Source: an optimization exercise on an open RTL-to-GDS flow (aim: small area and a short achievable clock period). Production flows keep margins and buffers that such runs may drop.
No functional check of the RTL was part of any run shown here.
Power and IR drop assume default switching activity.

### design.v
module tdisto_accum (
  input  logic        clk,
  input  logic        rst_n,
  input  logic        start,
  input  logic [15:0] tlambda,
  input  logic [31:0] sum_a,
  input  logic        done_a,
  input  logic [31:0] sum_b,
  input  logic        done_b,
  output logic        busy,
  output logic [31:0] disto,
  output logic        disto_valid,
  output logic        err
);
  localparam logic [1:0] S_IDLE = 2'd0;
  localparam logic [1:0] S_ACC  = 2'd1;
  localparam logic [1:0] S_MUL  = 2'd2;
  localparam logic [1:0] S_OUT  = 2'd3;
  function automatic logic [2:0] booth(input logic [2:0] b);
    booth[0] = b[1] ^ b[0];
    booth[1] = (b[2] & ~b[1] & ~b[0]) | (~b[2] & b[1] & b[0]);
    booth[2] = b[2] & ~(b[1] & b[0]);
  endfunction
  logic [1:0]  state_q;
  logic        pend_a_q, pend_b_q;
  logic        vld_q;
  logic [4:0]  cnt_q;
  logic        busy_q, disto_valid_q, err_q;
  logic [31:0] disto_q;
  logic [15:5] tl_q;
  logic [2:0]  neg_q, two_q, one_q;
  logic [31:0] sa_q, sb_q;
  logic [30:0] acc_q;
  logic [32:0] r_q;
  logic [3:0]  l_q;
  logic in_acc, in_mul, in_out;
  assign in_acc = (state_q == S_ACC);
  assign in_mul = (state_q == S_MUL);
  assign in_out = (state_q == S_OUT);
  logic consume;
  assign consume = in_acc & pend_a_q & pend_b_q;
  logic        cap_a, cap_b;
  logic [31:0] sa_d, sb_d;
  logic [32:0] diff;
  logic [27:0] dq;
  logic        zq;
  assign cap_a = done_a & (~pend_a_q | pend_b_q);
  assign cap_b = done_b & (~pend_b_q | pend_a_q);
  assign sa_d  = cap_a ? sum_a : sa_q;
  assign sb_d  = cap_b ? sum_b : sb_q;
  assign diff  = {sa_d[31], sa_d} - {sb_d[31], sb_d};
  logic        dneg;
  logic [27:0] mag_x;
  logic        mag_c;
  assign dneg  = dq[27];
  assign mag_x = dq ^ {28{dneg}};
  assign mag_c = dneg & zq;
  logic [31:0] acc_sum2;
  logic [30:0] acc_sum;
  assign acc_sum2 = {acc_q, mag_c} + {3'd0, mag_x, mag_c};
  assign acc_sum  = acc_sum2[31:1];
  logic [2:0] d0_s1, d1_s1, d2_s1, d0_s2, d1_s2, d2_s2, d0_s3, d1_s3, d2_s3;
  assign d0_s1 = booth({tlambda[1:0], 1'b0});
  assign d1_s1 = booth(tlambda[3:1]);
  assign d2_s1 = booth(tlambda[5:3]);
  assign d0_s2 = booth(tl_q[7:5]);
  assign d1_s2 = booth(tl_q[9:7]);
  assign d2_s2 = booth(tl_q[11:9]);
  assign d0_s3 = booth(tl_q[13:11]);
  assign d1_s3 = booth(tl_q[15:13]);
  assign d2_s3 = booth({2'b00, tl_q[15]});
  logic [14:0] k_add;
  assign k_add = {d1_s3[2], 1'b0, d0_s3[2], 1'b0, d2_s2[2], 1'b0, d1_s2[2], 1'b1,
                  d0_s2[2], 1'b0, neg_q[2], 1'b0, neg_q[1], 1'b0, neg_q[0]};
  logic [32:0] addend;
  assign addend = in_acc ? {18'd0, k_add} : r_q;
  logic [31:0] ax, pp0, pp1, pp2;
  assign ax  = {1'b0, acc_q};
  assign pp0 = (({32{one_q[0]}} & ax) | ({32{two_q[0]}} & {ax[30:0], 1'b0})) ^ {32{neg_q[0]}};
  assign pp1 = (({32{one_q[1]}} & ax) | ({32{two_q[1]}} & {ax[30:0], 1'b0})) ^ {32{neg_q[1]}};
  assign pp2 = (({32{one_q[2]}} & ax) | ({32{two_q[2]}} & {ax[30:0], 1'b0})) ^ {32{neg_q[2]}};
  logic fs0, fc0;
  logic fs1, fc1;
  logic fs2, fc2;
  logic fs3, fc3;
  logic fs4, fc4;
  logic fs5, fc5;
  logic fs6, fc6;
  logic fs7, fc7;
  logic fs8, fc8;
  logic fs9, fc9;
  logic fs10, fc10;
  logic fs11, fc11;
  logic fs12, fc12;
  logic fs13, fc13;
  logic fs14, fc14;
  logic fs15, fc15;
  logic fs16, fc16;
  logic fs17, fc17;
  logic fs18, fc18;
  logic fs19, fc19;
  logic fs20, fc20;
  logic fs21, fc21;
  logic fs22, fc22;
  logic fs23, fc23;
  logic fs24, fc24;
  logic fs25, fc25;
  logic fs26, fc26;
  logic fs27, fc27;
  logic fs28, fc28;
  logic fs29, fc29;
  logic fs30, fc30;
  logic fs31, fc31;
  logic fs32, fc32;
  logic fs33, fc33;
  logic fs34, fc34;
  logic fs35, fc35;
  logic fs36, fc36;
  logic fs37, fc37;
  logic fs38, fc38;
  logic fs39, fc39;
  logic fs40, fc40;
  logic fs41, fc41;
  logic fs42, fc42;
  logic fs43, fc43;
  logic fs44, fc44;
  logic fs45, fc45;
  logic fs46, fc46;
  logic fs47, fc47;
  logic fs48, fc48;
  logic fs49, fc49;
  logic fs50, fc50;
  logic fs51, fc51;
  logic fs52, fc52;
  logic fs53, fc53;
  logic fs54, fc54;
  logic fs55, fc55;
  logic fs56, fc56;
  logic fs57, fc57;
  logic fs58, fc58;
  logic fs59, fc59;
  logic fs60, fc60;
  logic fs61, fc61;
  logic fs62, fc62;
  logic fs63, fc63;
  assign fs0 = addend[2] ^ pp0[2] ^ pp1[0];
  assign fc0 = (addend[2] & pp0[2]) | (addend[2] & pp1[0]) | (pp0[2] & pp1[0]);
  assign fs1 = addend[3] ^ pp0[3] ^ pp1[1];
  assign fc1 = (addend[3] & pp0[3]) | (addend[3] & pp1[1]) | (pp0[3] & pp1[1]);
  assign fs2 = addend[4] ^ pp0[4] ^ pp1[2];
  assign fc2 = (addend[4] & pp0[4]) | (addend[4] & pp1[2]) | (pp0[4] & pp1[2]);
  assign fs3 = pp2[0] ^ fc1 ^ fs2;
  assign fc3 = (pp2[0] & fc1) | (pp2[0] & fs2) | (fc1 & fs2);
  assign fs4 = addend[5] ^ pp0[5] ^ pp1[3];
  assign fc4 = (addend[5] & pp0[5]) | (addend[5] & pp1[3]) | (pp0[5] & pp1[3]);
  assign fs5 = pp2[1] ^ fc2 ^ fs4;
  assign fc5 = (pp2[1] & fc2) | (pp2[1] & fs4) | (fc2 & fs4);
  assign fs6 = addend[6] ^ pp0[6] ^ pp1[4];
  assign fc6 = (addend[6] & pp0[6]) | (addend[6] & pp1[4]) | (pp0[6] & pp1[4]);
  assign fs7 = pp2[2] ^ fc4 ^ fs6;
  assign fc7 = (pp2[2] & fc4) | (pp2[2] & fs6) | (fc4 & fs6);
  assign fs8 = addend[7] ^ pp0[7] ^ pp1[5];
  assign fc8 = (addend[7] & pp0[7]) | (addend[7] & pp1[5]) | (pp0[7] & pp1[5]);
  assign fs9 = pp2[3] ^ fc6 ^ fs8;
  assign fc9 = (pp2[3] & fc6) | (pp2[3] & fs8) | (fc6 & fs8);
  assign fs10 = addend[8] ^ pp0[8] ^ pp1[6];
  assign fc10 = (addend[8] & pp0[8]) | (addend[8] & pp1[6]) | (pp0[8] & pp1[6]);
  assign fs11 = pp2[4] ^ fc8 ^ fs10;
  assign fc11 = (pp2[4] & fc8) | (pp2[4] & fs10) | (fc8 & fs10);
  assign fs12 = addend[9] ^ pp0[9] ^ pp1[7];
  assign fc12 = (addend[9] & pp0[9]) | (addend[9] & pp1[7]) | (pp0[9] & pp1[7]);
  assign fs13 = pp2[5] ^ fc10 ^ fs12;
  assign fc13 = (pp2[5] & fc10) | (pp2[5] & fs12) | (fc10 & fs12);
  assign fs14 = addend[10] ^ pp0[10] ^ pp1[8];
  assign fc14 = (addend[10] & pp0[10]) | (addend[10] & pp1[8]) | (pp0[10] & pp1[8]);
  assign fs15 = pp2[6] ^ fc12 ^ fs14;
  assign fc15 = (pp2[6] & fc12) | (pp2[6] & fs14) | (fc12 & fs14);
  assign fs16 = addend[11] ^ pp0[11] ^ pp1[9];
  assign fc16 = (addend[11] & pp0[11]) | (addend[11] & pp1[9]) | (pp0[11] & pp1[9]);
  assign fs17 = pp2[7] ^ fc14 ^ fs16;
  assign fc17 = (pp2[7] & fc14) | (pp2[7] & fs16) | (fc14 & fs16);
  assign fs18 = addend[12] ^ pp0[12] ^ pp1[10];
  assign fc18 = (addend[12] & pp0[12]) | (addend[12] & pp1[10]) | (pp0[12] & pp1[10]);
  assign fs19 = pp2[8] ^ fc16 ^ fs18;
  assign fc19 = (pp2[8] & fc16) | (pp2[8] & fs18) | (fc16 & fs18);
  assign fs20 = addend[13] ^ pp0[13] ^ pp1[11];
  assign fc20 = (addend[13] & pp0[13]) | (addend[13] & pp1[11]) | (pp0[13] & pp1[11]);
  assign fs21 = pp2[9] ^ fc18 ^ fs20;
  assign fc21 = (pp2[9] & fc18) | (pp2[9] & fs20) | (fc18 & fs20);
  assign fs22 = addend[14] ^ pp0[14] ^ pp1[12];
  assign fc22 = (addend[14] & pp0[14]) | (addend[14] & pp1[12]) | (pp0[14] & pp1[12]);
  assign fs23 = pp2[10] ^ fc20 ^ fs22;
  assign fc23 = (pp2[10] & fc20) | (pp2[10] & fs22) | (fc20 & fs22);
  assign fs24 = addend[15] ^ pp0[15] ^ pp1[13];
  assign fc24 = (addend[15] & pp0[15]) | (addend[15] & pp1[13]) | (pp0[15] & pp1[13]);
  assign fs25 = pp2[11] ^ fc22 ^ fs24;
  assign fc25 = (pp2[11] & fc22) | (pp2[11] & fs24) | (fc22 & fs24);
  assign fs26 = addend[16] ^ pp0[16] ^ pp1[14];
  assign fc26 = (addend[16] & pp0[16]) | (addend[16] & pp1[14]) | (pp0[16] & pp1[14]);
  assign fs27 = pp2[12] ^ fc24 ^ fs26;
  assign fc27 = (pp2[12] & fc24) | (pp2[12] & fs26) | (fc24 & fs26);
  assign fs28 = addend[17] ^ pp0[17] ^ pp1[15];
  assign fc28 = (addend[17] & pp0[17]) | (addend[17] & pp1[15]) | (pp0[17] & pp1[15]);
  assign fs29 = pp2[13] ^ fc26 ^ fs28;
  assign fc29 = (pp2[13] & fc26) | (pp2[13] & fs28) | (fc26 & fs28);
  assign fs30 = addend[18] ^ pp0[18] ^ pp1[16];
  assign fc30 = (addend[18] & pp0[18]) | (addend[18] & pp1[16]) | (pp0[18] & pp1[16]);
  assign fs31 = pp2[14] ^ fc28 ^ fs30;
  assign fc31 = (pp2[14] & fc28) | (pp2[14] & fs30) | (fc28 & fs30);
  assign fs32 = addend[19] ^ pp0[19] ^ pp1[17];
  assign fc32 = (addend[19] & pp0[19]) | (addend[19] & pp1[17]) | (pp0[19] & pp1[17]);
  assign fs33 = pp2[15] ^ fc30 ^ fs32;
  assign fc33 = (pp2[15] & fc30) | (pp2[15] & fs32) | (fc30 & fs32);
  assign fs34 = addend[20] ^ pp0[20] ^ pp1[18];
  assign fc34 = (addend[20] & pp0[20]) | (addend[20] & pp1[18]) | (pp0[20] & pp1[18]);
  assign fs35 = pp2[16] ^ fc32 ^ fs34;
  assign fc35 = (pp2[16] & fc32) | (pp2[16] & fs34) | (fc32 & fs34);
  assign fs36 = addend[21] ^ pp0[21] ^ pp1[19];
  assign fc36 = (addend[21] & pp0[21]) | (addend[21] & pp1[19]) | (pp0[21] & pp1[19]);
  assign fs37 = pp2[17] ^ fc34 ^ fs36;
  assign fc37 = (pp2[17] & fc34) | (pp2[17] & fs36) | (fc34 & fs36);
  assign fs38 = addend[22] ^ pp0[22] ^ pp1[20];
  assign fc38 = (addend[22] & pp0[22]) | (addend[22] & pp1[20]) | (pp0[22] & pp1[20]);
  assign fs39 = pp2[18] ^ fc36 ^ fs38;
  assign fc39 = (pp2[18] & fc36) | (pp2[18] & fs38) | (fc36 & fs38);
  assign fs40 = addend[23] ^ pp0[23] ^ pp1[21];
  assign fc40 = (addend[23] & pp0[23]) | (addend[23] & pp1[21]) | (pp0[23] & pp1[21]);
  assign fs41 = pp2[19] ^ fc38 ^ fs40;
  assign fc41 = (pp2[19] & fc38) | (pp2[19] & fs40) | (fc38 & fs40);
  assign fs42 = addend[24] ^ pp0[24] ^ pp1[22];
  assign fc42 = (addend[24] & pp0[24]) | (addend[24] & pp1[22]) | (pp0[24] & pp1[22]);
  assign fs43 = pp2[20] ^ fc40 ^ fs42;
  assign fc43 = (pp2[20] & fc40) | (pp2[20] & fs42) | (fc40 & fs42);
  assign fs44 = addend[25] ^ pp0[25] ^ pp1[23];
  assign fc44 = (addend[25] & pp0[25]) | (addend[25] & pp1[23]) | (pp0[25] & pp1[23]);
  assign fs45 = pp2[21] ^ fc42 ^ fs44;
  assign fc45 = (pp2[21] & fc42) | (pp2[21] & fs44) | (fc42 & fs44);
  assign fs46 = addend[26] ^ pp0[26] ^ pp1[24];
  assign fc46 = (addend[26] & pp0[26]) | (addend[26] & pp1[24]) | (pp0[26] & pp1[24]);
  assign fs47 = pp2[22] ^ fc44 ^ fs46;
  assign fc47 = (pp2[22] & fc44) | (pp2[22] & fs46) | (fc44 & fs46);
  assign fs48 = addend[27] ^ pp0[27] ^ pp1[25];
  assign fc48 = (addend[27] & pp0[27]) | (addend[27] & pp1[25]) | (pp0[27] & pp1[25]);
  assign fs49 = pp2[23] ^ fc46 ^ fs48;
  assign fc49 = (pp2[23] & fc46) | (pp2[23] & fs48) | (fc46 & fs48);
  assign fs50 = addend[28] ^ pp0[28] ^ pp1[26];
  assign fc50 = (addend[28] & pp0[28]) | (addend[28] & pp1[26]) | (pp0[28] & pp1[26]);
  assign fs51 = pp2[24] ^ fc48 ^ fs50;
  assign fc51 = (pp2[24] & fc48) | (pp2[24] & fs50) | (fc48 & fs50);
  assign fs52 = addend[29] ^ pp0[29] ^ pp1[27];
  assign fc52 = (addend[29] & pp0[29]) | (addend[29] & pp1[27]) | (pp0[29] & pp1[27]);
  assign fs53 = pp2[25] ^ fc50 ^ fs52;
  assign fc53 = (pp2[25] & fc50) | (pp2[25] & fs52) | (fc50 & fs52);
  assign fs54 = addend[30] ^ pp0[30] ^ pp1[28];
  assign fc54 = (addend[30] & pp0[30]) | (addend[30] & pp1[28]) | (pp0[30] & pp1[28]);
  assign fs55 = pp2[26] ^ fc52 ^ fs54;
  assign fc55 = (pp2[26] & fc52) | (pp2[26] & fs54) | (fc52 & fs54);
  assign fs56 = addend[31] ^ pp0[31] ^ pp1[29];
  assign fc56 = (addend[31] & pp0[31]) | (addend[31] & pp1[29]) | (pp0[31] & pp1[29]);
  assign fs57 = pp2[27] ^ fc54 ^ fs56;
  assign fc57 = (pp2[27] & fc54) | (pp2[27] & fs56) | (fc54 & fs56);
  assign fs58 = ~neg_q[0] ^ ~addend[32] ^ pp1[30];
  assign fc58 = (~neg_q[0] & ~addend[32]) | (~neg_q[0] & pp1[30]) | (~addend[32] & pp1[30]);
  assign fs59 = pp2[28] ^ fc56 ^ fs58;
  assign fc59 = (pp2[28] & fc56) | (pp2[28] & fs58) | (fc56 & fs58);
  assign fs60 = 1'b1 ^ pp1[31] ^ pp2[29];
  assign fc60 = (1'b1 & pp1[31]) | (1'b1 & pp2[29]) | (pp1[31] & pp2[29]);
  assign fs61 = fc58 ^ fs60 ^ fc59;
  assign fc61 = (fc58 & fs60) | (fc58 & fc59) | (fs60 & fc59);
  assign fs62 = ~neg_q[1] ^ pp2[30] ^ fc60;
  assign fc62 = (~neg_q[1] & pp2[30]) | (~neg_q[1] & fc60) | (pp2[30] & fc60);
  assign fs63 = 1'b1 ^ pp2[31] ^ fc62;
  assign fc63 = (1'b1 & pp2[31]) | (1'b1 & fc62) | (pp2[31] & fc62);
  logic [38:0] row_s, row_c, x;
  assign row_s = {1'b1, 1'b1, ~neg_q[2], fs63, fc61, fs61, fc57, fc55, fc53, fc51, fc49, fc47, fc45, fc43, fc41, fc39, fc37, fc35, fc33, fc31, fc29, fc27, fc25, fc23, fc21, fc19, fc17, fc15, fc13, fc11, fc9, fc7, fc5, fc3, fs3, fc0, fs0, addend[1], addend[0]};
  assign row_c = {1'b0, 1'b0, fc63, 1'b0, fs62, 1'b0, fs59, fs57, fs55, fs53, fs51, fs49, fs47, fs45, fs43, fs41, fs39, fs37, fs35, fs33, fs31, fs29, fs27, fs25, fs23, fs21, fs19, fs17, fs15, fs13, fs11, fs9, fs7, fs5, 1'b0, fs1, 1'b0, pp0[1], pp0[0]};
  assign x = row_s + row_c;
  logic [10:0] hs, hc, hx;
  logic        c28, nz0, nz1, sat;
  assign hs  = row_s[38:28];
  assign hc  = row_c[38:28];
  assign hx  = hs ^ hc;
  assign c28 = x[28] ^ row_s[28] ^ row_c[28];
  assign nz0 = (hx != {hs[9:0] | hc[9:0], 1'b0});
  assign nz1 = ~&hx;
  assign sat = c28 ? nz1 : nz0;
  logic [31:0] disto_res;
  assign disto_res = {x[27:0], l_q} | {32{sat}};
  logic acc_done;
  assign acc_done = in_acc & vld_q & cnt_q[4];
  always_ff @(posedge clk) begin
    if (!rst_n) begin
      state_q       <= S_IDLE;
      pend_a_q      <= 1'b0;
      pend_b_q      <= 1'b0;
      vld_q         <= 1'b0;
      busy_q        <= 1'b0;
      disto_valid_q <= 1'b0;
      err_q         <= 1'b0;
      disto_q       <= 32'd0;
    end else begin
      busy_q        <= start | (state_q != S_IDLE);
      disto_valid_q <= ~start & in_out;
      vld_q         <= ~start & consume;
      if (start) begin
        state_q  <= S_ACC;
        pend_a_q <= 1'b0;
        pend_b_q <= 1'b0;
        err_q    <= 1'b0;
      end else begin
        case (state_q)
          S_ACC: begin
            if (acc_done) state_q <= S_MUL;
            pend_a_q <= done_a | (pend_a_q & ~consume);
            pend_b_q <= done_b | (pend_b_q & ~consume);
            if ((done_a & pend_a_q & ~consume) | (done_b & pend_b_q & ~consume))
              err_q <= 1'b1;
          end
          S_MUL: state_q <= S_OUT;
          S_OUT: begin
            state_q <= S_IDLE;
            disto_q <= disto_res;
          end
          default: ;
        endcase
      end
    end
  end
  always_ff @(posedge clk) begin
    if (start) tl_q <= tlambda[15:5];
    if (start) begin
      {neg_q[0], two_q[0], one_q[0]} <= d0_s1;
      {neg_q[1], two_q[1], one_q[1]} <= d1_s1;
      {neg_q[2], two_q[2], one_q[2]} <= d2_s1;
    end else if (acc_done) begin
      {neg_q[0], two_q[0], one_q[0]} <= d0_s2;
      {neg_q[1], two_q[1], one_q[1]} <= d1_s2;
      {neg_q[2], two_q[2], one_q[2]} <= d2_s2;
    end else if (in_mul) begin
      {neg_q[0], two_q[0], one_q[0]} <= d0_s3;
      {neg_q[1], two_q[1], one_q[1]} <= d1_s3;
      {neg_q[2], two_q[2], one_q[2]} <= d2_s3;
    end
    sa_q <= sa_d;
    sb_q <= sb_d;
    dq   <= diff[32:5];
    zq   <= ~|diff[4:0];
    if (start) begin
      acc_q <= 31'd0;
      cnt_q <= 5'd0;
    end else if (consume & ~cnt_q[4]) begin
      acc_q <= acc_sum;
      cnt_q <= cnt_q + 5'd1;
    end
    r_q <= x[38:6];
    l_q <= x[5:2];
  end
  assign busy        = busy_q;
  assign disto       = disto_q;
  assign disto_valid = disto_valid_q;
  assign err         = err_q;
endmodule
### run.sh
#!/bin/bash
# synth_recipe.tcl (not shown) runs the flow's synth.tcl, then flattens the netlist and writes it again
# the make line also repeats each setting of config.mk as NAME=value (left out here)
make -C /OpenROAD-flow-scripts/flow DESIGN_CONFIG=/design/flow/config.mk WORK_HOME=/design/flow/orfs CLKGATE_MAP_FILE= SYNTH_SCRIPT=/design/flow/synth_recipe.tcl finish
### config.mk
export PLATFORM = sky130hd
export DESIGN_NAME = tdisto_accum
export DESIGN_NICKNAME = tdisto_accum
export VERILOG_FILES = /design/flow/design.v
export SDC_FILE = /design/flow/constraint.sdc
export NUM_CORES = 4
export LEC_CHECK = 0
export ABC_AREA = 1
export CAP_MARGIN = 20
export CORE_MARGIN = 2
export CORE_UTILIZATION = 60
export SETUP_SLACK_MARGIN = 2.5
export SLEW_MARGIN = 20
### constraint.sdc
create_clock -name core_clock -period 7.0 [get_ports {clk}]
set_input_delay 1.4000 -clock core_clock [delete_from_list [all_inputs] [get_ports {clk}]]
set_output_delay 1.4000 -clock core_clock [all_outputs]
set_load 0.01 [all_outputs]
==> flow_summary_export.csv, run 1 <==
group,metric,value,unit
sta,setup_violations,0,
cts,cts_hold_repair.buffers,0,
power_and_ir_drop,power.internal,4020,uW
yosys,async_reset_ff_frac,0,
place,placement.setup.worst_slack,2.18,ns
floorplanning,core_region_area,27700,um^2
critical_path,crit_path_top_delay_cell,"sky130_fd_sc_hd__edfxtp_1",
power_and_ir_drop,switching_power,3680,uW
layout,layout.cells.non_filler,2756,
detailed_routing,dr.pass1.iters,5,
floorplanning,fp-row-count,61,
cts,tritoncts,"built",
critical_path,crit_fanout,6,
detailed_routing,avgRoutedWirePerCell,16.6,um
yosys,number_of_synthesized_flops_with_an_enable_pin,20,
floorplanning,dieWidth,172,um
floorplanning,floorplan.die_area,29400,um^2
floorplanning,die-height,172,um
sta,grt_setup_unrepaired,"no",
global_route,total_global_route_track_usage,0.298,
detailed_routing,detail_route.drc_violations,0,
critical_path,critical_path.max_stage_delay,0.53,ns
sta,finalCritPeriodShare,0.628,
detailed_routing,detailedRoute.firstIterationViolations,1042,
global_route,grt.overflow.total,0,
power_and_ir_drop,power.ir.vdd_worst,233,uV
floorplanning,floorplan.initialDensity,0.608,
critical_path,cp_num_buf_inv,6,
power_and_ir_drop,power.switching_fraction,0.478,
detailed_routing,drt-vias-per-instance,5.58,
sta,fin_crit,4.39,ns
cts,max-clock-path-buffers,3,
global_route,grt_pass1_vias,14700,
yosys,synthesis.nets,2499,
place,placement.io_buffers,119,
place,finalWeightedCongestion,1.02,
critical_path,cp-start-kind,"flip-flop",
power_and_ir_drop,final_total_pwr,7700,uW
layout,insertedDiodeCount,0,
detailed_routing,vias_post_dr,15400,
sta,worst-slew-pin-transition,0.797,ns
layout,area_delta_synth_final,16.4,%
yosys,post_synth_inst_count,2241,
worst_hold_path,worstHoldPathType,"flip-flop to flip-flop",
cts,cts.root.buffer_cell,"sky130_fd_sc_hd__clkbuf_16",
power_and_ir_drop,part_of_the_power_in_the_clock_network,0.181,
yosys,synth_sequential_area_ratio,0.280,
detailed_routing,route.antenna.remaining_nets,0,
sta,relSlewSlack,0.468,
power_and_ir_drop,power_density,393,nW/um^2
run,cap_violations,0,
power_and_ir_drop,power.share.combinational,0.600,
power_and_ir_drop,leakagePower,0.00923,uW
cts,clk_transition_reported_paths,0.07,ns
run_status,status,"finished clean",
place,dp_hpwl,34400,um
cts,total_number_of_h_tree_levels,1,
global_route,number_of_antenna_violations_at_the_first_check_in_global_routing,0,
yosys,ys_dominant_reg_cell,"sky130_fd_sc_hd__dfxtp_1",
critical_path,cp_cell_sequence,"clkinvlp_4, buf_4, o22ai_1, xor2_1, fa_1, fa_1, inv_1, ha_1, nand2_1, inv_1, a21oi_1, inv_1, nand2_1, nand2_1, nand3_1, nand3_1, xnor2_1, nand3_1, nand2_1, inv_1",
critical_path,crit_path_end_kind,"flip-flop",
cts,clkLatencyLatePin,0.56,ns
yosys,ys_seq_elements,226,
cts,numClockSinks,226,
layout,nets,2617,
yosys,synth_cell_type_count,51,
global_route,grt_pass1_wl,70400,um
sta,timing.final.max_slew_violations,0,
cts,cts_buffers,26,
critical_path,worst-endpoint-required,7.46,ns
critical_path,worst-setup-path-type,"flip-flop to flip-flop",
critical_path,cp.arrival,4.86,ns
sta,fmax,228,MHz
sta,fin_setup_tns,0,ns
global_route,grt_max_degree,63,
sta,timing.clock.skew,0.0100,ns
place,place_inst,2681,
critical_path,critical-path-top-delay-family,"adder cells",
yosys,netlist_area,16800,um^2
layout,drive_above_1_share,0.0761,
detailed_routing,route.final.wire_length,45900,um
sta,worst_slack,2.61,ns
sta,finalHoldWorstSlack,0.475,ns
yosys,warnings_from_yosys,1,
yosys,mapped_avg_cell_area,7.52,um^2
sta,hold_viol,0,
floorplanning,floorplan.io_pins,120,
power_and_ir_drop,seq_power_share,0.218,
==> registers in the layout (all words and copies together), names as in the netlist <==
register / cells
state_q: 2
pend_a_q: 1
busy_q: 1
err_q: 1
neg_q: 3
one_q: 3
r_q: 33
pend_b_q: 1
cnt_q: 5
vld_q: 1
l_q: 4
two_q: 3
disto_q: 32
dq: 28
sa_q: 32
disto_valid_q: 1
sb_q: 32
zq: 1
acc_q: 31
tl_q: 11
==> placed cells by master, fill, tap and decap left out, types with 9 or more instances in the layout <==
cell type,count
sky130_fd_sc_hd__clkbuf_16,26
sky130_fd_sc_hd__o21ai_0,157
sky130_fd_sc_hd__xnor2_1,31
sky130_fd_sc_hd__nand4_1,12
sky130_fd_sc_hd__nor3_1,19
sky130_fd_sc_hd__nand3_1,72
sky130_fd_sc_hd__a21oi_1,160
sky130_fd_sc_hd__buf_4,28
sky130_fd_sc_hd__a21o_1,17
sky130_fd_sc_hd__a21oi_2,14
sky130_fd_sc_hd__dfxtp_1,206
sky130_fd_sc_hd__clkinvlp_4,13
sky130_fd_sc_hd__mux2_2,31
sky130_fd_sc_hd__clkdlybuf4s50_1,119
sky130_fd_sc_hd__inv_1,340
sky130_fd_sc_hd__nand2_1,345
sky130_fd_sc_hd__edfxtp_1,20
sky130_fd_sc_hd__nor2_1,189
sky130_fd_sc_hd__ha_1,103
sky130_fd_sc_hd__fa_1,65
sky130_fd_sc_hd__o22ai_1,95
sky130_fd_sc_hd__o21bai_1,9
sky130_fd_sc_hd__xor2_1,167
==> area by class of cell <==
class	count	area, um^2
well taps	378	473
inverters	353	1350
clock inverters	12	164
repair buffers	153	1500
repair inverters	5	37.5
flip-flops and latches	226	4720
fillers	2349	8100
multi-input cells	1594	10700
clock buffers	35	704
==> per-layer routing <==
layer  wire length (um)  part of all wire  up-vias  global-route usage
met5                  0                 0        -                   0
met4               2480             0.054        0               0.141
met3               2330             0.051      137              0.0322
met2              22300              0.49      568               0.532
met1              18800              0.41     7115               0.358
li1                   -                 -     7571                   -
==> logic make-up (layout without fill, tap and decap cells) <==
family	count (synthesis)	in the layout	synth area share
simple gates	680	681	0.168
mux	31	31	0.0207
flops	226	226	0.280
xor+xnor	199	199	0.103
compound gates	510	510	0.173
buf+inv	422	558	0.0965
fa+ha+maj	173	173	0.157
==> synth_stat cells (21+ instances only) <==
cell / count / area share
sky130_fd_sc_hd__o21ai_0: 158 / 0.047
sky130_fd_sc_hd__dfxtp_1: 206 / 0.24
sky130_fd_sc_hd__nand3_1: 72 / 0.021
sky130_fd_sc_hd__nand2_1: 345 / 0.077
sky130_fd_sc_hd__nor2_1: 194 / 0.043
sky130_fd_sc_hd__xor2_1: 168 / 0.087
sky130_fd_sc_hd__mux2_2: 31 / 0.021
sky130_fd_sc_hd__nor3_1: 21 / 0.0062
sky130_fd_sc_hd__a21oi_1: 161 / 0.048
sky130_fd_sc_hd__o22ai_1: 95 / 0.035
sky130_fd_sc_hd__ha_1: 108 / 0.080
sky130_fd_sc_hd__inv_1: 346 / 0.077
sky130_fd_sc_hd__xnor2_1: 31 / 0.016
sky130_fd_sc_hd__clkbuf_1: 48 / 0.011
sky130_fd_sc_hd__fa_1: 65 / 0.077
==> power by group through the flow <==
stage,clock [uW],combinational [uW],sequential [uW]
after CTS,1420,4390,1680
after global placement,0,4300,1700
after global routing,1460,5080,1700
final,1390,4620,1680
after detailed placement,0,4330,1700
after floorplan,0,3200,1670
==> worst register-to-register path, stage by stage (launching register included) <==
cell and delay [ns]:
sky130_fd_sc_hd__edfxtp_1 0.53, sky130_fd_sc_hd__clkinvlp_4 0.26, sky130_fd_sc_hd__buf_4 0.22, sky130_fd_sc_hd__o22ai_1 0.18, sky130_fd_sc_hd__xor2_1 0.22, sky130_fd_sc_hd__fa_1 0.47
sky130_fd_sc_hd__fa_1 0.49, sky130_fd_sc_hd__inv_1 0.04, sky130_fd_sc_hd__ha_1 0.32, sky130_fd_sc_hd__nand2_1 0.11, sky130_fd_sc_hd__inv_1 0.06, sky130_fd_sc_hd__a21oi_1 0.34
sky130_fd_sc_hd__inv_1 0.11, sky130_fd_sc_hd__nand2_1 0.08, sky130_fd_sc_hd__nand2_1 0.11, sky130_fd_sc_hd__nand3_1 0.13, sky130_fd_sc_hd__nand3_1 0.13, sky130_fd_sc_hd__xnor2_1 0.27
sky130_fd_sc_hd__nand3_1 0.11, sky130_fd_sc_hd__nand2_1 0.07, sky130_fd_sc_hd__inv_1 0.03
==> worst paths after layout <==
path / from / depth (start not counted) / endpoint / slack, ns
worst max-delay path: two_q[0] / 20 / disto_q[30] / 2.61
worst min-delay path: sb_q[0] / 1 / sb_q[0] / 0.48
worst max register to register: two_q[0] / 20 / disto_q[30] / 2.61
worst min register to register: sb_q[0] / 1 / sb_q[0] / 0.48
==> per-stage QoR <==
stage / instance area, um^2 / util
after floorplan: 16800 / -
after global placement: 18300 / 0.661
final: 19600 / 0.708
after CTS: 19300 / 0.696
after detailed placement: 18300 / 0.661
after global routing: 19600 / 0.708
==> timing repair <==
action                                  CTS  global route
setup buffers                             6            16
gates resized for setup                  10            33
pin swaps                                 0             3
cloned                                    4             2
endpoints found under the setup margin   34            48
==> inputs of run 2 (changes only) <==
--- a/config.mk
+++ b/config.mk
@@ -7,3 +7,2 @@
 export LEC_CHECK = 0
-export ABC_AREA = 1
 export CAP_MARGIN = 20
@@ -11,3 +10,3 @@
 export CORE_UTILIZATION = 60
-export SETUP_SLACK_MARGIN = 2.5
+export SETUP_SLACK_MARGIN = 3.0
 export SLEW_MARGIN = 20
==> flow_summary_export.csv, run 2 <==
group,metric,value,unit
run,cap_violations,0,
yosys,post_synth_most_frequent_cells,"sky130_fd_sc_hd__dfxtp_1 (206), sky130_fd_sc_hd__inv_1 (155), sky130_fd_sc_hd__a21oi_1 (151), sky130_fd_sc_hd__nand2_1 (151), sky130_fd_sc_hd__xnor2_1 (126)",
floorplanning,floorplan.die_area,27500,um^2
yosys,synth_sequential_area_ratio,0.301,
power_and_ir_drop,power.share.combinational,0.650,
sta,grt_setup_unrepaired,"yes",
critical_path,cp.arrival,4.81,ns
yosys,synth_simple_gate_area_frac,0.0997,
place,placement.io_buffers,119,
critical_path,critical-path-top-delay-family,"compound AO/OA/AOI/OAI gates",
yosys,synth_cell_type_count,82,
place,place_inst,2136,
sta,finalCritPeriodShare,0.625,
yosys,synth_top_cell_area_share,0.262,
global_route,number_of_antenna_violations_at_the_first_check_in_global_routing,0,
cts,numClockSinks,226,
layout,non_filler_cell_area_final,20300,um^2
global_route,grt.overflow.total,0,
yosys,synth.largest_area_cell,"sky130_fd_sc_hd__dfxtp_1",
cts,cts_hold_repair.buffers,0,
layout,final_cell_mix,"sky130_fd_sc_hd__dfxtp_1 (204), sky130_fd_sc_hd__inv_1 (152), sky130_fd_sc_hd__nand2_1 (148)",
worst_hold_path,holdPathStages,2,
worst_hold_path,worstHoldPathType,"flip-flop to flip-flop",
place,dp_hpwl,26000,um
place,finalWeightedCongestion,0.900,
detailed_routing,dr.pass1.iters,5,
worst_hold_path,timing.hold.worst_endpoint,"disto_q[1]",
cts,total_number_of_h_tree_levels,1,
layout,layout.cells.non_filler,2284,
place,placed_area,17400,um^2
sta,hold_viol,0,
layout,layout.core_utilization,0.784,
cts,cts.root.buffer_cell,"sky130_fd_sc_hd__clkbuf_16",
layout,area_delta_synth_final,29.2,%
floorplanning,die-height,166,um
yosys,warnings_from_yosys,1,
yosys,async_reset_ff_frac,0,
critical_path,crit_path_top_delay_cell,"sky130_fd_sc_hd__fa_1",
detailed_routing,route.antenna.remaining_nets,0,
layout,largest_reg_flops,33,
floorplanning,core_region_area,25900,um^2
critical_path,critical_path.max_stage_delay,0.47,ns
critical_path,cp_num_buf_inv,5,
layout,layout.filler_cells,1687,
floorplanning,fp-row-count,59,
power_and_ir_drop,power_density,434,nW/um^2
layout,largest-register,"r_q",
yosys,netlist_area,15700,um^2
cts,cts_buffers,27,
yosys,synth_top_family_by_area,"compound AO/OA/AOI/OAI gates",
layout,nets,2187,
yosys,post_synth_inst_count,1748,
yosys,synthesis.nets,2006,
layout,drive_above_1_share,0.203,
detailed_routing,avgRoutedWirePerCell,17.8,um
detailed_routing,detailedRoute.firstIterationViolations,1261,
yosys,yosys-mux-area-fraction,0.0464,
critical_path,crit_path_end_kind,"flip-flop",
yosys,mapped_avg_cell_area,8.99,um^2
yosys,synth_adder_area_share,0.169,
sta,fin_crit,4.37,ns
floorplanning,floorplan.initialDensity,0.606,
worst_hold_path,worstHoldStart,"l_q[1]",
global_route,total_global_route_track_usage,0.271,
yosys,ys_dominant_reg_cell,"sky130_fd_sc_hd__dfxtp_1",
critical_path,worst-endpoint-required,7.44,ns
critical_path,cp-start-kind,"flip-flop",
power_and_ir_drop,power.switching_fraction,0.435,
power_and_ir_drop,power.ir.vdd_worst,417,uV
global_route,grt_max_degree,69,
global_route,grt_pass1_wl,63000,um
cts,max-clock-path-buffers,3,
cts,clkLatencyLatePin,0.56,ns
yosys,xor_xnor_cell_area_share_of_the_yosys_netlist,0.120,
yosys,ys_seq_elements,226,
layout,final_common_cell,"sky130_fd_sc_hd__dfxtp_1",
yosys,yosys.cell_count.top_type,"sky130_fd_sc_hd__dfxtp_1",
power_and_ir_drop,power.internal,4980,uW
critical_path,regToRegEndpoint,"disto_q[19]",
cts,tritoncts,"built",
power_and_ir_drop,switching_power,3840,uW
floorplanning,dieWidth,166,um
critical_path,crit_fanout,8,
detailed_routing,route.final.wire_length,40600,um
critical_path,cp_cell_sequence,"buf_6, buf_4, a22oi_1, xor2_1, fa_1, inv_1, fa_1, ha_4, a21oi_1, o21ai_1, nand3_1, o21ai_2, o2111ai_2, a21oi_2, o21ai_1, nor3b_4, buf_6, clkbuf_16, a21oi_1",
floorplanning,floorplan.io_pins,120,
critical_path,reg2reg_setup_slack,2.63,ns
sta,setup_violations,0,
layout,insertedDiodeCount,0,
critical_path,reg2reg_from,"two_q[1]",
critical_path,worst-setup-path-type,"flip-flop to flip-flop",
power_and_ir_drop,leakagePower,0.00842,uW
detailed_routing,detail_route.drc_violations,0,
power_and_ir_drop,part_of_the_power_in_the_clock_network,0.155,
sta,fmax,229,MHz
run_status,status,"finished clean",
sta,worst-slew-pin-transition,1.05,ns
global_route,grt_pass1_vias,12800,
sta,timing.clock.skew,0.0131,ns
critical_path,ff2ff_path_depth,19,
detailed_routing,vias_post_dr,13500,
sta,fin_setup_tns,0,ns
yosys,synth-compound-area-share,0.207,
detailed_routing,drt-vias-per-instance,5.89,
yosys,synth.top_cells.by_area,"sky130_fd_sc_hd__dfxtp_1 (26%), sky130_fd_sc_hd__ha_1 (8.6%), sky130_fd_sc_hd__fa_1 (8.3%), sky130_fd_sc_hd__xnor2_1 (7.0%), sky130_fd_sc_hd__xor2_1 (5.0%)",
cts,clk_transition_reported_paths,0.06,ns
yosys,number_of_synthesized_flops_with_an_enable_pin,20,
power_and_ir_drop,seq_power_share,0.195,
sta,timing.final.max_slew_violations,0,
sta,relSlewSlack,0.299,
[run 2: cell count changes in the layout (fill, tap and decap cells not counted), moves of 78 or more]
cell and delta:
sky130_fd_sc_hd__o21ai_0 -78, sky130_fd_sc_hd__nor2_1 -135, sky130_fd_sc_hd__xor2_1 -83, sky130_fd_sc_hd__xnor2_1 +84, sky130_fd_sc_hd__o22ai_1 -92, sky130_fd_sc_hd__inv_1 -188, sky130_fd_sc_hd__nand2_1 -197
[run 2: what timing repair did]
item,CTS,global route
cloned,5,3
pin swaps,65,83
endpoints found under the setup margin,80,66
resized for setup,104,125
buffers inserted,68,23
[run 2: worst max-delay path by stage]
stage | from | to | slack, ns | depth (start not counted)
finish | two_q[1] | disto_q[19] | 2.63 | 19
global route | two_q[1] | disto_q[14] | 2.48 | 19
CTS | one_q[1] | disto_q[27] | 2.73 | 18
detailed placement | done_b | dq[21] | 1.63 | 15
global placement | state_q[1] | disto_q[11] | 1.66 | 15
floorplan | done_a | dq[26] | 2.98 | 14
[run 2: power groups by stage]
stage                     clock [uW]  combinational [uW]  sequential (uW)
final                           1370                5730             1720
after global routing            1450                6200             1740
after CTS                       1390                4810             1710
after detailed placement           0                4090             1750
after global placement             0                4000             1760
after floorplan                    0                3250             1690
[run 2: worst min-delay path, stage by stage, from the launching register on]
cell and delay (ns):
sky130_fd_sc_hd__dfxtp_1 0.29, sky130_fd_sc_hd__inv_1 0.04, sky130_fd_sc_hd__a21oi_1 0.05
[run 2: metal layers]
metal,global-route usage,vias up,share of wire
met5,0,-,0
met4,0.0794,0,0.034
met3,0.0312,105,0.056
met2,0.455,497,0.48
met1,0.370,6379,0.44
li1,-,6471,-
[run 2: through the flow]
stage | power, uW | hold WS [ns] | setup WS [ns]
after floorplan | 4940 | 0.408 | 2.98
after global placement | 5760 | 0.412 | 1.66
after detailed placement | 5840 | 0.425 | 1.63
after CTS | 7910 | 0.432 | 2.73
after global routing | 9380 | 0.451 | 2.48
final | 8820 | 0.427 | 2.63
[run 2: logic make-up after synthesis]
| kind of cell | count (synthesis) |
|---|---|
| AOI/OAI and AO/OA | 498 |
| muxes | 69 |
| buffers and inverters | 235 |
| DFF | 226 |
| adders and majority gates | 173 |
| and+or+nand+nor | 331 |
| xor gates and xnor gates | 216 |
[run 2: cell type report]
cell class	count	area, um^2	area share
Sequential cell	226	4730	0.233
Clock inverter	12	92.6	0.00456
Clock buffer	37	785	0.0386
Multi-Input combinational cell	1288	11300	0.558
Tap cell	335	419	0.0206
Inverter	156	593	0.0292
Timing Repair Buffer	230	2360	0.116
==> inputs of run 3 (changes only) <==
--- a/config.mk
+++ b/config.mk
@@ -10,3 +10,3 @@
 export CORE_UTILIZATION = 60
-export SETUP_SLACK_MARGIN = 3.0
+export SETUP_SLACK_MARGIN = 3.5
 export SLEW_MARGIN = 20
==> flow_summary_export.csv, run 3 <==
group,metric,value,unit
sta,relSlewSlack,0.459,
detailed_routing,route.antenna.remaining_nets,0,
yosys,number_of_synthesized_flops_with_an_enable_pin,20,
place,placement.io_buffers,119,
yosys,synth_adder_area_share,0.169,
yosys,yosys.cell_count.top_type,"sky130_fd_sc_hd__dfxtp_1",
power_and_ir_drop,seq_power_share,0.195,
sta,setup_violations,0,
global_route,total_global_route_track_usage,0.287,
critical_path,cp.arrival,4.79,ns
power_and_ir_drop,leakagePower,0.00865,uW
cts,clkLatencyLatePin,0.56,ns
yosys,post_synth_inst_count,1748,
global_route,grt_pass1_vias,13400,
floorplanning,floorplan.io_pins,120,
floorplanning,floorplan.initialDensity,0.606,
floorplanning,die-height,166,um
critical_path,cp-start-kind,"flip-flop",
layout,largest-register,"r_q",
yosys,xor_xnor_cell_area_share_of_the_yosys_netlist,0.120,
critical_path,reg2reg_from,"two_q[1]",
yosys,synth.largest_area_cell,"sky130_fd_sc_hd__dfxtp_1",
place,finalWeightedCongestion,0.836,
detailed_routing,drt-vias-per-instance,5.93,
global_route,grt_max_degree,69,
run_status,status,"finished clean",
critical_path,critPathLaunch,"two_q[1]",
yosys,async_reset_ff_frac,0,
yosys,synth.top_cells.by_area,"sky130_fd_sc_hd__dfxtp_1 (26%), sky130_fd_sc_hd__ha_1 (8.6%), sky130_fd_sc_hd__fa_1 (8.3%), sky130_fd_sc_hd__xnor2_1 (7.0%), sky130_fd_sc_hd__xor2_1 (5.0%)",
power_and_ir_drop,power.share.combinational,0.644,
cts,tritoncts,"built",
power_and_ir_drop,power.internal,5020,uW
worst_hold_path,holdPathStages,2,
cts,clk_transition_reported_paths,0.07,ns
detailed_routing,vias_post_dr,13700,
power_and_ir_drop,power.switching_fraction,0.433,
critical_path,regToRegEndpoint,"r_q[31]",
detailed_routing,route.final.wire_length,42600,um
yosys,ys_seq_elements,226,
yosys,synthesis.nets,2006,
critical_path,worst-setup-path-type,"flip-flop to flip-flop",
sta,hold_viol,0,
critical_path,reg2reg_setup_slack,2.70,ns
cts,cts_buffers,27,
yosys,synth_cell_type_count,82,
floorplanning,core_region_area,25900,um^2
yosys,netlist_area,15700,um^2
layout,insertedDiodeCount,0,
critical_path,crit_path_end_kind,"flip-flop",
power_and_ir_drop,power.ir.vdd_worst,443,uV
detailed_routing,avgRoutedWirePerCell,18.5,um
place,dp_hpwl,26000,um
worst_hold_path,worstHoldStart,"l_q[2]",
detailed_routing,detailedRoute.firstIterationViolations,1102,
sta,fin_setup_tns,0,ns
sta,worst-slew-pin-transition,0.791,ns
yosys,synth_top_family_by_area,"compound AO/OA/AOI/OAI gates",
detailed_routing,detail_route.drc_violations,0,
worst_hold_path,timing.hold.worst_endpoint,"disto_q[2]",
layout,layout.core_utilization,0.810,
layout,final_common_cell,"sky130_fd_sc_hd__dfxtp_1",
cts,total_number_of_h_tree_levels,1,
layout,drive_above_1_share,0.240,
cts,numClockSinks,226,
power_and_ir_drop,part_of_the_power_in_the_clock_network,0.161,
cts,cts.root.buffer_cell,"sky130_fd_sc_hd__clkbuf_16",
yosys,synth_sequential_area_ratio,0.301,
power_and_ir_drop,power_density,422,nW/um^2
layout,nets,2205,
yosys,synth_top_cell_area_share,0.262,
worst_hold_path,worstHoldPathType,"flip-flop to flip-flop",
critical_path,ff2ff_path_depth,17,
layout,area_delta_synth_final,33.6,%
yosys,ys_dominant_reg_cell,"sky130_fd_sc_hd__dfxtp_1",
yosys,yosys-mux-area-fraction,0.0464,
sta,timing.final.max_slew_violations,0,
sta,fmax,232,MHz
power_and_ir_drop,switching_power,3840,uW
sta,fin_crit,4.30,ns
yosys,post_synth_most_frequent_cells,"sky130_fd_sc_hd__dfxtp_1 (206), sky130_fd_sc_hd__inv_1 (155), sky130_fd_sc_hd__a21oi_1 (151), sky130_fd_sc_hd__nand2_1 (151), sky130_fd_sc_hd__xnor2_1 (126)",
yosys,mapped_avg_cell_area,8.99,um^2
global_route,grt_pass1_wl,66500,um
global_route,grt.overflow.total,0,
detailed_routing,dr.pass1.iters,5,
run,cap_violations,0,
floorplanning,fp-row-count,59,
layout,largest_reg_flops,33,
sta,grt_setup_unrepaired,"yes",
cts,max-clock-path-buffers,3,
global_route,number_of_antenna_violations_at_the_first_check_in_global_routing,0,
layout,final_cell_mix,"sky130_fd_sc_hd__dfxtp_1 (202), sky130_fd_sc_hd__inv_1 (155), sky130_fd_sc_hd__nand2_1 (150)",
yosys,synth_simple_gate_area_frac,0.0997,
critical_path,worst-endpoint-required,7.49,ns
sta,finalHoldWorstSlack,0.441,ns
cts,cts_hold_repair.buffers,0,
floorplanning,floorplan.die_area,27500,um^2
critical_path,crit_fanout,12,
sta,finalCritPeriodShare,0.615,
yosys,warnings_from_yosys,1,
sta,timing.clock.skew,0.0172,ns
yosys,synth-compound-area-share,0.207,
floorplanning,dieWidth,166,um
-- run 3: changes by cell type in the layout (fill, tap and decap cells not counted), moves of 5 or more --
cell	before	now
sky130_fd_sc_hd__a21oi_1	115	93
sky130_fd_sc_hd__a21oi_2	33	52
sky130_fd_sc_hd__buf_4	73	89
sky130_fd_sc_hd__buf_12	11	18
sky130_fd_sc_hd__mux2_2	27	21
sky130_fd_sc_hd__mux2_4	4	10
sky130_fd_sc_hd__o21ai_0	79	73
sky130_fd_sc_hd__xnor2_1	115	109
sky130_fd_sc_hd__ha_1	68	63
sky130_fd_sc_hd__xnor2_2	10	15
-- run 3: per-stage QoR --
| step | cell area (um^2) | total power (uW) | setup slack (ns) | std cells |
|---|---|---|---|---|
| after floorplan | 16800 | 5360 | 2.98 | 1748 |
| after global placement | 17900 | 6120 | 1.90 | 2135 |
| after detailed placement | 17900 | 6210 | 1.80 | 2135 |
| after CTS | 20200 | 8340 | 2.77 | 2270 |
| after global routing | 21000 | 9450 | 2.55 | 2303 |
| final | 21000 | 8850 | 2.70 | 2303 |
-- run 3: power groups by stage --
stage	Combinational, uW	Sequential (uW)	Clock [uW]
floorplan	3670	1690	0
global placement	4370	1760	0
detailed placement	4460	1760	0
CTS	5190	1720	1430
finish	5700	1730	1420
global route	6220	1750	1490
-- run 3: layer usage --
metal  GRT usage  up-vias  share of wire
li1            -     6490              -
met1       0.384     6643           0.43
met2       0.484      437           0.49
met3      0.0348       92          0.048
met4      0.0957        0          0.035
met5           0        -              0
-- run 3: cell families after synthesis --
group | count (synthesis)
AO/OA/AOI/OAI | 498
AND/OR/NAND/NOR | 331
buffers and inverters | 235
flip-flops | 226
XOR/XNOR | 216
adder cells (fa/ha/maj) | 173
multiplexers | 69
-- run 3: worst max-delay path by stage --
stage	end	slack (ns)	cells after the start
finish	r_q[31]	2.70	17
global route	disto_q[15]	2.55	18
CTS	disto_q[23]	2.77	15
detailed placement	dq[21]	1.80	15
global placement	dq[21]	1.90	15
floorplan	dq[26]	2.98	14
-- run 3: critical path, stage by stage (launching register included) --
cell and delay [ns]:
sky130_fd_sc_hd__edfxtp_1 0.43, sky130_fd_sc_hd__buf_12 0.18, sky130_fd_sc_hd__buf_4 0.16, sky130_fd_sc_hd__a22oi_1 0.25
sky130_fd_sc_hd__xor2_1 0.23, sky130_fd_sc_hd__fa_1 0.45, sky130_fd_sc_hd__inv_1 0.08, sky130_fd_sc_hd__fa_1 0.45
sky130_fd_sc_hd__ha_4 0.27, sky130_fd_sc_hd__a21o_1 0.19, sky130_fd_sc_hd__a21o_1 0.21, sky130_fd_sc_hd__a21oi_2 0.21
sky130_fd_sc_hd__o22ai_1 0.14, sky130_fd_sc_hd__a41oi_2 0.26, sky130_fd_sc_hd__o21ai_2 0.09, sky130_fd_sc_hd__a31o_2 0.28
sky130_fd_sc_hd__a21o_1 0.19, sky130_fd_sc_hd__a21oi_2 0.17
-- run 3: layout make-up --
cell class	count	area (um^2)
fillers	1630	4920
multi-input cells	1287	11700
inverters	156	593
repair buffers	249	2630
clock inverters	12	110
well taps	335	419
clock buffers	38	788
flip-flops and latches	226	4730
-- run 3: repair_timing --
item	in CTS	in global routing
cloned	6	3
pin swaps	49	67
setup endpoints to repair	98	84
endpoints found under the hold margin	0	0
setup buffers	79	30
resized for setup	130	95
==> inputs of run 4 (changes only) <==
==> flow/run.sh (new file) <==
#!/bin/bash
# The standard layout, with plain buffers on the ports instead of the
# delay-cell buffers that buffer_ports picks by default.
set -euo pipefail
export BUFFER_PORTS_ARGS="-buffer_cell sky130_fd_sc_hd__buf_1"
bash standard.sh finish > standard_flow.log 2>&1
==> standard.sh (new file) <==
#!/bin/bash
# synth_recipe.tcl (not shown) runs the flow's synth.tcl, then flattens the netlist and writes it again
# the make line also repeats each setting of config.mk as NAME=value (left out here)
make -C /OpenROAD-flow-scripts/flow DESIGN_CONFIG=/design/flow/config.mk WORK_HOME=/design/flow/orfs CLKGATE_MAP_FILE= SYNTH_SCRIPT=/design/flow/synth_recipe.tcl "${@:-finish}"
--- a/config.mk
+++ b/config.mk
@@ -10,3 +10,3 @@
 export CORE_UTILIZATION = 60
-export SETUP_SLACK_MARGIN = 3.5
+export SETUP_SLACK_MARGIN = 2.5
 export SLEW_MARGIN = 20
removed: run.sh
==> flow_summary_export.csv, run 4 <==
group,metric,value,unit
yosys,synth.largest_area_cell,"sky130_fd_sc_hd__dfxtp_1",
detailed_routing,dr_wl_met2,15500,um
sta,worst_slack,2.47,ns
detailed_routing,maxUsedRoutingLayer,"met4",
sta,fmax,221,MHz
yosys,mapped_avg_cell_area,8.99,um^2
yosys,synth_sequential_area_ratio,0.301,
cts,cts_buffers,26,
layout,final_common_cell,"sky130_fd_sc_hd__dfxtp_1",
cts,numClockSinks,226,
layout,insertedDiodeCount,0,
cts,max-clock-path-buffers,3,
floorplanning,core_region_area,25900,um^2
critical_path,cp.arrival,4.98,ns
critical_path,critPathLaunch,"neg_q[1]",
critical_path,cp_cell_sequence,"buf_4, xor2_1, fa_1, inv_1, fa_1, ha_2, a211oi_1, o211ai_1, a41oi_2, o21ai_2, a41oi_2, o21ai_2, a31o_2, a21o_1, a21oi_1",
detailed_routing,route.antenna.remaining_nets,0,
sta,fin_setup_tns,0,ns
critical_path,critical-path-top-delay-family,"compound AO/OA/AOI/OAI gates",
run,cap_violations,0,
yosys,synth.top_cells.by_area,"sky130_fd_sc_hd__dfxtp_1 (26%), sky130_fd_sc_hd__ha_1 (8.6%), sky130_fd_sc_hd__fa_1 (8.3%), sky130_fd_sc_hd__xnor2_1 (7.0%), sky130_fd_sc_hd__xor2_1 (5.0%)",
layout,layout.filler_cells,2110,
floorplanning,floorplan.initialDensity,0.606,
detailed_routing,detailedRoute.firstIterationViolations,835,
critical_path,cp_num_buf_inv,2,
sta,relSlewSlack,0.436,
detailed_routing,dr_wl_met3,1660,um
sta,timing.clock.skew,0.0168,ns
critical_path,cp-start-kind,"flip-flop",
yosys,yosys.cell_count.top_type,"sky130_fd_sc_hd__dfxtp_1",
global_route,number_of_antenna_violations_at_the_first_check_in_global_routing,0,
detailed_routing,avgRoutedWirePerCell,15.6,um
detailed_routing,drt-met1-wl,16900,um
cts,clk_transition_reported_paths,0.06,ns
critical_path,ff2ff_path_depth,15,
cts,total_number_of_h_tree_levels,1,
critical_path,crit_path_end_kind,"flip-flop",
critical_path,reg2reg_setup_slack,2.47,ns
layout,final_cell_mix,"sky130_fd_sc_hd__dfxtp_1 (202), sky130_fd_sc_hd__inv_1 (154), sky130_fd_sc_hd__nand2_1 (150)",
critical_path,worst-setup-path-type,"flip-flop to flip-flop",
critical_path,reg2reg_from,"neg_q[1]",
sta,grt_setup_unrepaired,"yes",
power_and_ir_drop,power.ir.vdd_worst,353,uV
yosys,ys_dominant_reg_cell,"sky130_fd_sc_hd__dfxtp_1",
layout,largest_reg_flops,33,
yosys,async_reset_ff_frac,0,
layout,nets,2122,
sta,worst-slew-pin-transition,0.824,ns
place,finalWeightedCongestion,0.849,
detailed_routing,route.final.wire_length,34700,um
layout,largest-register,"r_q",
cts,clkLatencyLatePin,0.54,ns
layout,area_delta_synth_final,13.8,%
floorplanning,floorplan.io_pins,120,
yosys,warnings_from_yosys,1,
cts,tritoncts,"built",
power_and_ir_drop,power_density,414,nW/um^2
run_status,status,"finished clean",
global_route,total_global_route_track_usage,0.240,
yosys,number_of_synthesized_flops_with_an_enable_pin,20,
worst_hold_path,worstHoldStart,"l_q[3]",
sta,fin_crit,4.53,ns
critical_path,regToRegEndpoint,"r_q[31]",
cts,cts_hold_repair.buffers,0,
detailed_routing,dr.pass1.iters,5,
global_route,grt.overflow.total,0,
critical_path,critPathCapture,"r_q[31]",
critical_path,worst-endpoint-required,7.45,ns
sta,finalCritPeriodShare,0.647,
sta,setup_violations,0,
yosys,ys_seq_elements,226,
place,placement.setup.worst_slack,1.86,ns
place,dp_hpwl,25600,um
yosys,netlist_area,15700,um^2
critical_path,crit_path_top_delay_cell,"sky130_fd_sc_hd__edfxtp_1",
detailed_routing,detail_route.drc_violations,0,
global_route,grt_max_degree,69,
floorplanning,die-height,166,um
yosys,synth_cell_type_count,82,
floorplanning,fp-row-count,59,
power_and_ir_drop,final_total_pwr,7400,uW
global_route,grt_pass1_wl,56600,um
sta,timing.final.max_slew_violations,0,
cts,cts.root.buffer_cell,"sky130_fd_sc_hd__clkbuf_16",
layout,drive_above_1_share,0.109,
yosys,post_synth_most_frequent_cells,"sky130_fd_sc_hd__dfxtp_1 (206), sky130_fd_sc_hd__inv_1 (155), sky130_fd_sc_hd__a21oi_1 (151), sky130_fd_sc_hd__nand2_1 (151), sky130_fd_sc_hd__xnor2_1 (126)",
yosys,synthesis.nets,2006,
detailed_routing,vias_post_dr,12500,
sta,hold_viol,0,
global_route,grt_pass1_vias,11600,
floorplanning,floorplan.die_area,27500,um^2
worst_hold_path,worstHoldPathType,"flip-flop to flip-flop",
critical_path,path_depth,15,
yosys,post_synth_inst_count,1748,
floorplanning,dieWidth,166,um
yosys,synth_top_cell_area_share,0.262,
critical_path,crit_fanout,14,
detailed_routing,drt-vias-per-instance,5.62,
power_and_ir_drop,leakagePower,0.00760,uW
place,placement.io_buffers,119,
critical_path,critical_path.max_stage_delay,0.51,ns
==> run 4: cell count changes in the layout (fill, tap and decap cells not counted), moves of 17 or more <==
cell                              delta
sky130_fd_sc_hd__clkdlybuf4s50_1   -114
sky130_fd_sc_hd__a21oi_2            -45
sky130_fd_sc_hd__ha_1               +35
sky130_fd_sc_hd__a21oi_1            +51
sky130_fd_sc_hd__xnor2_1            +17
sky130_fd_sc_hd__buf_4              -51
sky130_fd_sc_hd__ha_4               -27
sky130_fd_sc_hd__buf_1             +118
==> run 4: logic make-up (layout without fill, tap and decap cells) <==
family	count (synthesis)	after routing	synth area share
AOI/OAI and AO/OA	498	498	0.207
adders and majority gates	173	173	0.169
muxes	69	69	0.0464
and+or+nand+nor	331	331	0.0997
xor gates and xnor gates	216	216	0.120
buffers and inverters	235	371	0.0570
DFF	226	226	0.301
==> run 4: metrics by stage <==
stage | util | hold slack [ns] | cells | instance area, um^2
after detailed placement | 0.634 | 0.420 | 2139 | 16400
after global routing | 0.690 | 0.436 | 2219 | 17900
after global placement | 0.634 | 0.409 | 2139 | 16400
final | 0.690 | 0.426 | 2219 | 17900
after floorplan | - | 0.408 | 1748 | 15700
after CTS | 0.675 | 0.427 | 2197 | 17500
==> run 4: how the worst min path moves through the flow <==
| stage | to | slack, ns | cells past startpoint |
|---|---|---|---|
| after floorplan | disto_q[0] | 0.41 | 2 |
| after global placement | disto_q[2] | 0.41 | 2 |
| after detailed placement | disto_q[3] | 0.42 | 2 |
| after CTS | disto_q[2] | 0.43 | 2 |
| after global routing | disto_q[3] | 0.44 | 2 |
| final | disto_q[3] | 0.43 | 2 |
==> run 4: what timing repair did <==
item / in CTS / in global routing
endpoints found under the setup margin: 46 / 46
cloned: 0 / 2
gates resized for setup: 16 / 51
endpoints found under the hold margin: 0 / 0
pin swaps: 1 / 22
setup buffers: 10 / 20
==> run 4: layer usage <==
layer,global-route usage,vias up
li1,-,6327
met1,0.355,5784
met2,0.377,326
met3,0.0317,39
met4,0.0548,0
met5,0,-
==> run 4: layout make-up <==
type | instances | area, um^2 | share of cell area
multi-input cells | 1287 | 10300 | 0.578
well taps | 335 | 419 | 0.0234
repair buffers | 167 | 908 | 0.0508
clock buffers | 35 | 754 | 0.0422
clock inverters | 13 | 149 | 0.00832
flip-flops and latches | 226 | 4730 | 0.264
inverters | 156 | 588 | 0.0329
==> run 4: where the power goes <==
part | internal, uW | leakage [uW] | switching (uW) | total [uW]
Sequential | 1600 | 0.00191 | 123 | 1720
Clock | 836 | 0.000440 | 551 | 1390
Combinational | 1780 | 0.00525 | 2510 | 4290
Total | 4220 | 0.00760 | 3180 | 7400
==> run 4: worst reg2reg max path, delay by kind of cell (launching register included) <==
kind,cells,cell delay (ns)
buf+inv,2,0.39
xor+xnor,1,0.29
flops,1,0.51
compound gates,9,2.06
fa+ha+maj,3,1.22
==> inputs of run 5 (changes only) <==
--- a/config.mk
+++ b/config.mk
@@ -10,2 +10,3 @@
 export CORE_UTILIZATION = 60
+export CTS_BUF_LIST = sky130_fd_sc_hd__clkbuf_4
 export SETUP_SLACK_MARGIN = 2.5
==> flow_summary_export.csv, run 5 <==
group,metric,value,unit
global_route,grt_pass1_wl,58000,um
place,finalWeightedCongestion,0.849,
critical_path,cp.arrival,5.02,ns
floorplanning,dieWidth,166,um
yosys,mapped_avg_cell_area,8.99,um^2
critical_path,cp-start-kind,"flip-flop",
cts,max-clock-path-buffers,3,
yosys,post_synth_most_frequent_cells,"sky130_fd_sc_hd__dfxtp_1 (206), sky130_fd_sc_hd__inv_1 (155), sky130_fd_sc_hd__a21oi_1 (151), sky130_fd_sc_hd__nand2_1 (151), sky130_fd_sc_hd__xnor2_1 (126)",
layout,area_delta_synth_final,14.4,%
layout,final_common_cell,"sky130_fd_sc_hd__dfxtp_1",
detailed_routing,dr.pass1.iters,5,
yosys,warnings_from_yosys,1,
sta,fmax,223,MHz
floorplanning,die-height,166,um
sta,hold_viol,0,
sta,worst_slack,2.51,ns
detailed_routing,detail_route.drc_violations,0,
yosys,number_of_synthesized_flops_with_an_enable_pin,20,
critical_path,worst-setup-path-type,"flip-flop to flip-flop",
detailed_routing,avgRoutedWirePerCell,15.5,um
place,dp_hpwl,25600,um
sta,finalCritPeriodShare,0.642,
sta,fin_setup_tns,0,ns
critical_path,crit_fanout,7,
detailed_routing,vias_post_dr,12700,
power_and_ir_drop,power.ir.vdd_worst,340,uV
worst_hold_path,worstHoldPathType,"flip-flop to flip-flop",
yosys,yosys.cell_count.top_type,"sky130_fd_sc_hd__dfxtp_1",
sta,timing.final.max_slew_violations,0,
sta,worst-slew-pin-transition,0.820,ns
yosys,synthesis.nets,2006,
cts,cts_hold_repair.buffers,0,
sta,timing.clock.skew,0.0711,ns
yosys,synth.largest_area_cell,"sky130_fd_sc_hd__dfxtp_1",
cts,numClockSinks,226,
place,placement.setup.worst_slack,1.86,ns
layout,final_cell_mix,"sky130_fd_sc_hd__dfxtp_1 (202), sky130_fd_sc_hd__inv_1 (153), sky130_fd_sc_hd__nand2_1 (150)",
run,cap_violations,0,
global_route,number_of_antenna_violations_at_the_first_check_in_global_routing,1,
cts,tritoncts,"built",
power_and_ir_drop,power_density,409,nW/um^2
floorplanning,floorplan.initialDensity,0.606,
layout,multiInputGateArea,10500,um^2
run_status,status,"finished clean",
floorplanning,floorplan.die_area,27500,um^2
cts,clk_transition_reported_paths,0.07,ns
detailed_routing,route.final.wire_length,35400,um
floorplanning,floorplan.io_pins,120,
layout,layout.filler_cells,2102,
yosys,synth_cell_type_count,82,
detailed_routing,drt-vias-per-instance,5.57,
power_and_ir_drop,leakagePower,0.00765,uW
yosys,netlist_area,15700,um^2
critical_path,worst-endpoint-required,7.53,ns
yosys,ys_seq_elements,226,
layout,largest_reg_flops,33,
global_route,grt.overflow.total,0,
yosys,ys_dominant_reg_cell,"sky130_fd_sc_hd__dfxtp_1",
detailed_routing,route.antenna.remaining_nets,0,
place,placement.io_buffers,119,
global_route,grt_pass1_vias,12000,
layout,register_area,4730,um^2
power_and_ir_drop,final_total_pwr,7360,uW
yosys,post_synth_inst_count,1748,
layout,largest-register,"r_q",
sta,setup_violations,0,
global_route,total_global_route_track_usage,0.248,
yosys,synth_top_cell_area_share,0.262,
sta,relSlewSlack,0.439,
critical_path,crit_path_end_kind,"flip-flop",
cts,clkLatencyLatePin,0.70,ns
cts,total_number_of_h_tree_levels,2,
layout,nets,2163,
yosys,synth.top_cells.by_area,"sky130_fd_sc_hd__dfxtp_1 (26%), sky130_fd_sc_hd__ha_1 (8.6%), sky130_fd_sc_hd__fa_1 (8.3%), sky130_fd_sc_hd__xnor2_1 (7.0%), sky130_fd_sc_hd__xor2_1 (5.0%)",
floorplanning,fp-row-count,59,
sta,fin_crit,4.49,ns
global_route,grt_max_degree,69,
yosys,async_reset_ff_frac,0,
yosys,synth_sequential_area_ratio,0.301,
layout,drive_above_1_share,0.146,
cts,cts.root.buffer_cell,"sky130_fd_sc_hd__clkbuf_4",
sta,grt_setup_unrepaired,"yes",
floorplanning,core_region_area,25900,um^2
cts,cts_buffers,59,
detailed_routing,detailedRoute.firstIterationViolations,771,
## run 5: worst paths after layout
path | slack [ns] | start | cells past startpoint | end
worst max-delay path | 2.51 | one_q[1] | 18 | r_q[25]
worst max register to register | 2.51 | one_q[1] | 18 | r_q[25]
worst min register to register | 0.42 | l_q[3] | 2 | disto_q[3]
worst min-delay path | 0.42 | l_q[3] | 2 | disto_q[3]
## run 5: kinds of logic (layout without fill, tap and decap cells)
family,after synthesis,count (layout),synth area share
and+or+nand+nor,331,331,0.0997
muxes,69,69,0.0464
DFF,226,226,0.301
AOI/OAI and AO/OA,498,498,0.207
other,0,2,0
buffers and inverters,235,430,0.0570
xor gates and xnor gates,216,216,0.120
adders and majority gates,173,173,0.169
## run 5: repair_timing
item | CTS | global route
pin swaps | 5 | 34
gates resized for setup | 29 | 79
setup endpoints to repair | 45 | 43
buffers inserted | 17 | 21
cloned | 1 | 1
## run 5: where the power goes
part,internal [uW],switching (uW)
Clock,599,535
Sequential,1600,122
Combinational,1890,2610
Total,4090,3270
## run 5: layer usage
| metal | track usage | vias up | wire length [um] | part of all wire |
|---|---|---|---|---|
| met3 | 0.0381 | 66 | 1790 | 0.050 |
| met5 | 0 | - | 0 | 0 |
| met2 | 0.388 | 345 | 15700 | 0.44 |
| met1 | 0.357 | 5855 | 17100 | 0.48 |
| met4 | 0.0741 | 0 | 850 | 0.024 |
| li1 | - | 6430 | - | - |
## run 5: critical path, cell delays in order, from the launching register on
cell	delay (ns)
sky130_fd_sc_hd__edfxtp_1	0.42
sky130_fd_sc_hd__buf_6	0.16
sky130_fd_sc_hd__buf_6	0.13
sky130_fd_sc_hd__a22oi_2	0.20
sky130_fd_sc_hd__xor2_2	0.20
sky130_fd_sc_hd__fa_1	0.44
sky130_fd_sc_hd__fa_1	0.53
sky130_fd_sc_hd__inv_2	0.05
sky130_fd_sc_hd__ha_4	0.28
sky130_fd_sc_hd__nand4_1	0.14
sky130_fd_sc_hd__o211ai_1	0.33
sky130_fd_sc_hd__a41oi_2	0.21
sky130_fd_sc_hd__o21ai_2	0.29
sky130_fd_sc_hd__a41oi_2	0.22
sky130_fd_sc_hd__buf_4	0.20
sky130_fd_sc_hd__o221ai_4	0.15
sky130_fd_sc_hd__a21o_1	0.17
sky130_fd_sc_hd__a21oi_2	0.06
sky130_fd_sc_hd__xnor2_1	0.12
## run 5: area by class of cell
type | count | area share
timing repair buffer | 175 | 0.0542
tap | 335 | 0.0233
multi-input combinational | 1287 | 0.586
sequential | 226 | 0.263
antenna | 2 | 0.000278
inverter | 156 | 0.0327
clock buffer | 80 | 0.0334
clock inverter | 19 | 0.00731
## run 5: through the flow
stage | instances | hold slack (ns) | util | area (um^2)
after global routing | 2280 | 0.431 | 0.694 | 18000
after floorplan | 1748 | 0.408 | - | 15700
after CTS | 2256 | 0.422 | 0.674 | 17500
after global placement | 2139 | 0.409 | 0.634 | 16400
after detailed placement | 2139 | 0.420 | 0.634 | 16400
final | 2280 | 0.420 | 0.694 | 18000

## static timing again, ports no longer ideal
The results above use ideal ports. As a check the final layouts listed here were re-extracted and re-timed, cells and wires unchanged. Step 1: set_driving_cell puts a clkbuf_16 on clk and a buf_2 on each other input, an assumption about the parent block. Step 2 adds t to the input delays and takes it off the output delays; t is the mean of the earliest and latest rising clock arrival at the registers after step 1. Input paths then give back, and output paths get back, about the clock's delay inside the block. Slacks: no drivers / after step 1 / after step 2; pairs: no drivers / after step 1.
| run | t, ns | setup slack, ns | hold slack, ns | pins driven straight from the clock port |
|---|---|---|---|---|
| run 1 | 0.610 | 2.606 / 2.606 / 2.136 | 0.475 / 0.475 / 0.475 | 1 |
| run 2 | 0.601 | 2.627 / 2.627 / 2.500 | 0.427 / 0.427 / 0.427 | 1 |
| run 3 | 0.605 | 2.696 / 2.696 / 2.582 | 0.441 / 0.441 / 0.441 | 1 |
| run 4 | 0.581 | 2.468 / 2.468 / 2.220 | 0.426 / 0.426 / 0.426 | 1 |
| run 5 | 0.714 | 2.509 / 2.509 / 2.020 | 0.420 / 0.420 / 0.420 | 1 |
After both steps every run listed still meets setup and hold. For run 5, which loses most, drivers alone change the setup slack by 0.000 ns; drivers and shift together by -0.489 ns.
